From an optimization exercise on the open Yosys and OpenROAD flow, aimed at small area, a short achievable clock period and few clock cycles per item; shortcuts taken in it are not production practice.
No functional check of the RTL was part of any run shown here.

==> flow/design.v, too long to show whole: its modules and the start of the top module <==
// module iir_fa: 10 lines
// module iir_x2: 7 lines
// module iir_ha: 9 lines
// module iir_df1_biquad_axis: 1072 lines
module iir_df1_biquad_axis
#(
    parameter int unsigned coeff_width  = 16,
    parameter int unsigned inout_width  = 16,
    parameter int unsigned scale_factor = 14,
    parameter int          a1_int_coeff = -31880,
    parameter int          a2_int_coeff = 15531,
    parameter int          bo_int_coeff = 167,
    parameter int          b1_int_coeff = -302,
    parameter int          b2_int_coeff = 167
) (
    input  logic                          clk,
    input  logic                          rst,
    input  logic                          s_axis_tvalid,
    input  logic signed [inout_width-1:0] s_axis_tdata,
    output logic                          m_axis_tready,
    output logic signed [inout_width-1:0] m_axis_tdata,
    output logic                          m_axis_tvalid
);
  // ...
==> flow/run.sh <==
#!/bin/bash
# synth_recipe.tcl (not shown) runs the flow's synth.tcl, then flattens the netlist and writes it again
# the make line also repeats each setting of config.mk as NAME=value (left out here)
make -C /OpenROAD-flow-scripts/flow DESIGN_CONFIG=/design/flow/config.mk WORK_HOME=/design/flow/orfs CLKGATE_MAP_FILE= SYNTH_SCRIPT=/design/flow/synth_recipe.tcl finish
==> flow/config.mk <==
export PLATFORM = sky130hd
export DESIGN_NAME = iir_df1_biquad_axis
export DESIGN_NICKNAME = iir_df1_biquad_axis
export VERILOG_FILES = /design/flow/design.v
export SDC_FILE = /design/flow/constraint.sdc
export NUM_CORES = 4
export LEC_CHECK = 0
export ABC_AREA = 1
export CAP_MARGIN = 20
export CORE_MARGIN = 2
export CORE_UTILIZATION = 40
export SETUP_SLACK_MARGIN = 3.3
export SLEW_MARGIN = 20
export SYNTH_HIERARCHICAL = 1
export SYNTH_MINIMUM_KEEP_SIZE = 0
==> flow/constraint.sdc <==
create_clock -name core_clock -period 7.0 [get_ports {clk}]
set_input_delay 1.4000 -clock core_clock [delete_from_list [all_inputs] [get_ports {clk}]]
set_output_delay 1.4000 -clock core_clock [all_outputs]
set_load 0.01 [all_outputs]
==> impl_metrics.toml, run 1 <==
[grt]
grt_first_pass_wirelength_um = 46040
grtUsageMet1_pct = 27.23
grt_overflow = 0

[layout]
buf_share_pct = 3.369
diodes = 0

[placed_design]
dp.cells = 1839
dp_slack_ns = 2.991
place_congestion = 0.8191

[sta]
slew_headroom_pct = 35.64
rsz0062_at_grt = "yes"
period_share_pct = 51.95
fmax_ghz = 0.2750

[synthesis]
yosys.area_share.simple_pct = 18.00
synth_compound_area_share_pct = 7.855
syn-cell-area_mm2 = 0.01228
syn_area_per_cell_um2 = 8.576
synth.distinct_cells = 42
synth_common_cells = "nand2_1, inv_1, fa_1"

[cts]
root_buffer = "clkbuf_16"
clockBufferDepth = 2
cts_tree = "yes"
cts_setup_buffers = 0
htreeDepth = 4
post_cts_resized = 15

[routing]
met3_length_um = 1035

[worst_hold_path]
worstHoldStart = "hx1_q[15]"

[worst_setup_path]
reg2reg_from = "y1_q[14]"
crit_path_top_delay_cell = "fa_2"
r2r_setup_slack_ns = 3.36

[die]
start_util_pct = 40.36
taps = 396

[outcome]
status = "timing/DRC/antenna clean"
==> inputs of run 2 (changes only) <==
--- a/flow/config.mk
+++ b/flow/config.mk
@@ -9,7 +9,7 @@
 export CAP_MARGIN = 20
 export CORE_MARGIN = 2
 export CORE_UTILIZATION = 40
-export SETUP_SLACK_MARGIN = 3.3
+export SETUP_SLACK_MARGIN = 3.6
 export SLEW_MARGIN = 20
 export SYNTH_HIERARCHICAL = 1
 export SYNTH_MINIMUM_KEEP_SIZE = 0
==> impl_metrics.toml, run 2 <==
[sta]
timing.final.crit_period_ns = 3.650
tightestPinTransition_ns = 0.8256
rsz0062_at_grt = "yes"
fin_worst_skew_ns = 0.01372
period_share_pct = 52.14
fmax_ghz = 0.2740
slew_headroom_pct = 44.87
final_hold_viol_count = 0
setup_viol = 0
finalMaxSlewViolations = 0
tns_ns = 0

[worst_setup_path]
worstPathMaxFanout = 7
worst-path-stages = 16
critical_path.top_delay_family = "adder cells"
crit_path_end_kind = "register"
crit_buf_inv = 2
crit_path_top_delay_cell = "fa_1"
critical_path_class = "register to register"
rr_worst_depth = 16
cp.arrival_ns = 3.96
cp_common_cell = "nand2_4"
start_kind = "register"
crit_chain = "fa_1 -> fa_1 -> fa_1 -> inv_1 -> nand2_2 -> nand2_4 -> nor3_4 -> nand2_4 -> nor3_4 -> nand2_4 -> nand3b_1 -> nand2_4 -> nand2_2 -> nand2_2 -> o21ai_0 -> inv_1"
worstPathRequired_ns = 7.31
cpPeakStageDelay_ns = 0.56

[synthesis]
yosys.area.top_type = "fa_1"
ys.flop_type = "dfxtp_1"
syn_inst = 1432
synth_edf_count = 0
synth_most_common_cell = "nand2_1"
syn-cell-area_mm2 = 0.01228
yosysWarnings = 7
synth_common_cells = "nand2_1, inv_1, fa_1"
synth.distinct_cells = 42
synthArstFlopShare_pct = 0
ys_seq_area_share_pct = 21.68
syn_nets = 1720
synth_top_area_share_pct = 34.72
ys_ff_latch = 133
syn_area_per_cell_um2 = 8.576
synthTopCellsByArea = "fa_1, dfxtp_1, nand2_1"

[cts]
clockBufferDepth = 2
root_buffer = "clkbuf_16"
htreeDepth = 4
clkLatencyLatePin_ns = 0.43
path_clk_slew_ns = 0.07
numCtsBuffers = 17
cts_tree = "yes"
cts.sinks = 133

[routing]
route.detailed.drc = 0
drtIter0Drc = 377
final_antenna_net_count = 0
drt-wirelength-per-cell_um = 14.90
vias_per_cell = 4.681
vias = 8922
drt_wl_total_um = 28400
dr.pass1.iters = 5

[grt]
grt_first_pass_wirelength_um = 46730
track_usage_pct = 18.92
grt_max_degree = 42
grt_overflow = 0
first_global_vias = 8943
antenna_found_initial = 0

[layout]
reg.largest.list = "ga_q (27), gb_q (20), t_q (18)"
layout_commonest_cell = "inv_1"
final_cell_mix = "inv_1, nand2_1, fa_1"
drive_gt1_share_pct = 13.91
top_register = "ga_q"
largest_reg_flops = 27
syn2layout_area_growth_pct = 15.23
nNetsFinal = 1785
fillCellCount = 2953
diodes = 0
stdcell_area_mm2 = 0.01415

[die]
start_util_pct = 40.36
boundaryPins = 37
dieArea_mm2 = 0.03212
die_h_um = 179.2
core_area_mm2 = 0.03043
rows = 64
die_x_um = 179.2

[worst_hold_path]
whs_path_depth = 0
hold_class = "register to register"

[placed_design]
place_congestion = 0.8257
dp_hpwl_um = 22200
port_buffers = 35
place_area_mm2 = 0.01299

[outcome]
status = "timing/DRC/antenna clean"

[run]
cap_violations = 0
[run 2: cell counts after synthesis]
No cell type changed its count.
[run 2: Yosys stat by module, one instance, submodules excluded]
| module | cells | flops+latches | copies in the design | cell area (um2) |
|---|---|---|---|---|
| iir_df1_biquad_axis | 970 | 133 | 1 | 6616 |
| iir_fa | 1 | 0 | 212 | 20.02 |
| iir_ha | 1 | 0 | 55 | 12.51 |
| iir_x2 | 5 | 0 | 39 | 18.77 |
[run 2: metal layers]
| metal | vias to the layer above | global-route usage [%] | part of all wire (%) |
|---|---|---|---|
| met5 | - | 0 | 0 |
| met3 | 37 | 2.820 | 3.6 |
| li1 | 4432 | - | - |
| met4 | 0 | 5.108 | 2.1 |
| met2 | 179 | 29.78 | 46 |
| met1 | 4274 | 27.24 | 48 |
[run 2: final timing paths]
kind	endpoint	slack (ns)	startpoint
worst max register to register	y1_q[0]	3.35	y1_q[14]
worst min register to register	gb_q[18]	0.51	yb_q[14]
worst max-delay path	y1_q[0]	3.35	y1_q[14]
worst min-delay path	gb_q[18]	0.51	yb_q[14]
[run 2: worst reg2reg max path, stage by stage (launching register included)]
cell	delay, ns
dfxtp_4	0.37
fa_1	0.53
fa_1	0.46
fa_1	0.56
inv_1	0.06
nand2_2	0.11
nand2_4	0.07
nor3_4	0.19
nand2_4	0.10
nor3_4	0.20
nand2_4	0.09
nand3b_1	0.24
nand2_4	0.18
nand2_2	0.12
nand2_2	0.06
o21ai_0	0.13
inv_1	0.05
[run 2: area by class of cell]
type,count,area (um2),share of cell area (%)
inverter,288,1081,7.639
clock inverter,14,175.2,1.238
clock buffer,18,429.2,3.033
multi-input combinational,987,8621,60.92
timing repair buffer,70,626.9,4.430
sequential,133,2723,19.24
tap,396,495.5,3.501
[run 2: stage by stage]
stage          hold WS, ns  utilization, %  std cells  setup slack (ns)
2_1_floorplan       0.4715               -       1432             3.619
3_3_place_gp        0.5139           42.70       1838             3.147
3_5_place_dp        0.5162           42.70       1838             3.097
4_1_cts             0.5283           45.51       1884             3.402
5_1_grt             0.5417           46.50       1906             3.209
6_report            0.5135           46.50       1906             3.350
[run 2: cell families (layout without fill, tap and decap cells)]
logic type      Yosys count  in the layout  share of synthesized area [%]
compound gates          169            170                          7.855
xor+xnor                 27             27                          1.926
fa+ha+maj               269            269                          40.43
buf+inv                 316            390                          10.08
flops                   133            133                          21.68
other cells               1              1                        0.03054
simple gates            517            520                          18.00
[run 2: repair_timing]
item | CTS | global route
resized for setup | 56 | 43
pin swaps | 16 | 12
buffers inserted | 12 | 19
hold buffers | 0 | 0
setup endpoints to repair | 36 | 54
gates cloned | 2 | 2

[static timing again, ports no longer ideal]
The results above use ideal ports. As a check the final layouts listed here were re-extracted and re-timed, cells and wires unchanged.
Step 1 (the two cells are an assumption about what drives the block):
set clk [get_ports {clk}]
set_driving_cell -lib_cell sky130_fd_sc_hd__clkbuf_16 $clk
set_driving_cell -lib_cell sky130_fd_sc_hd__buf_2 [delete_from_list [all_inputs] $clk]
Step 2 moves the port delays by t, midway between the first and last clock arrival at a register: inputs arrive t later, outputs are due t later. That takes back most of the time a late clock gives input paths.
a / b / c = no drivers / after step 1 / after step 2; a / b = the first two.
| run | t (ns) | slack for setup (ns) | worst register clock-pin slew, ns | worst slew at a driven data input, ns | cell pins on the clock port's net |
|---|---|---|---|---|---|
| run 1 | 0.465 | 3.363 / 3.363 / 3.142 | 0.07 / 0.07 | 0.03 | 1 |
| run 2 | 0.469 | 3.350 / 3.350 / 3.201 | 0.07 / 0.07 | 0.03 | 1 |
After both steps every run listed still meets setup and hold. The setup slack of run 1, which loses most, moves by 0.000 ns with the drivers and by -0.221 ns with both steps.
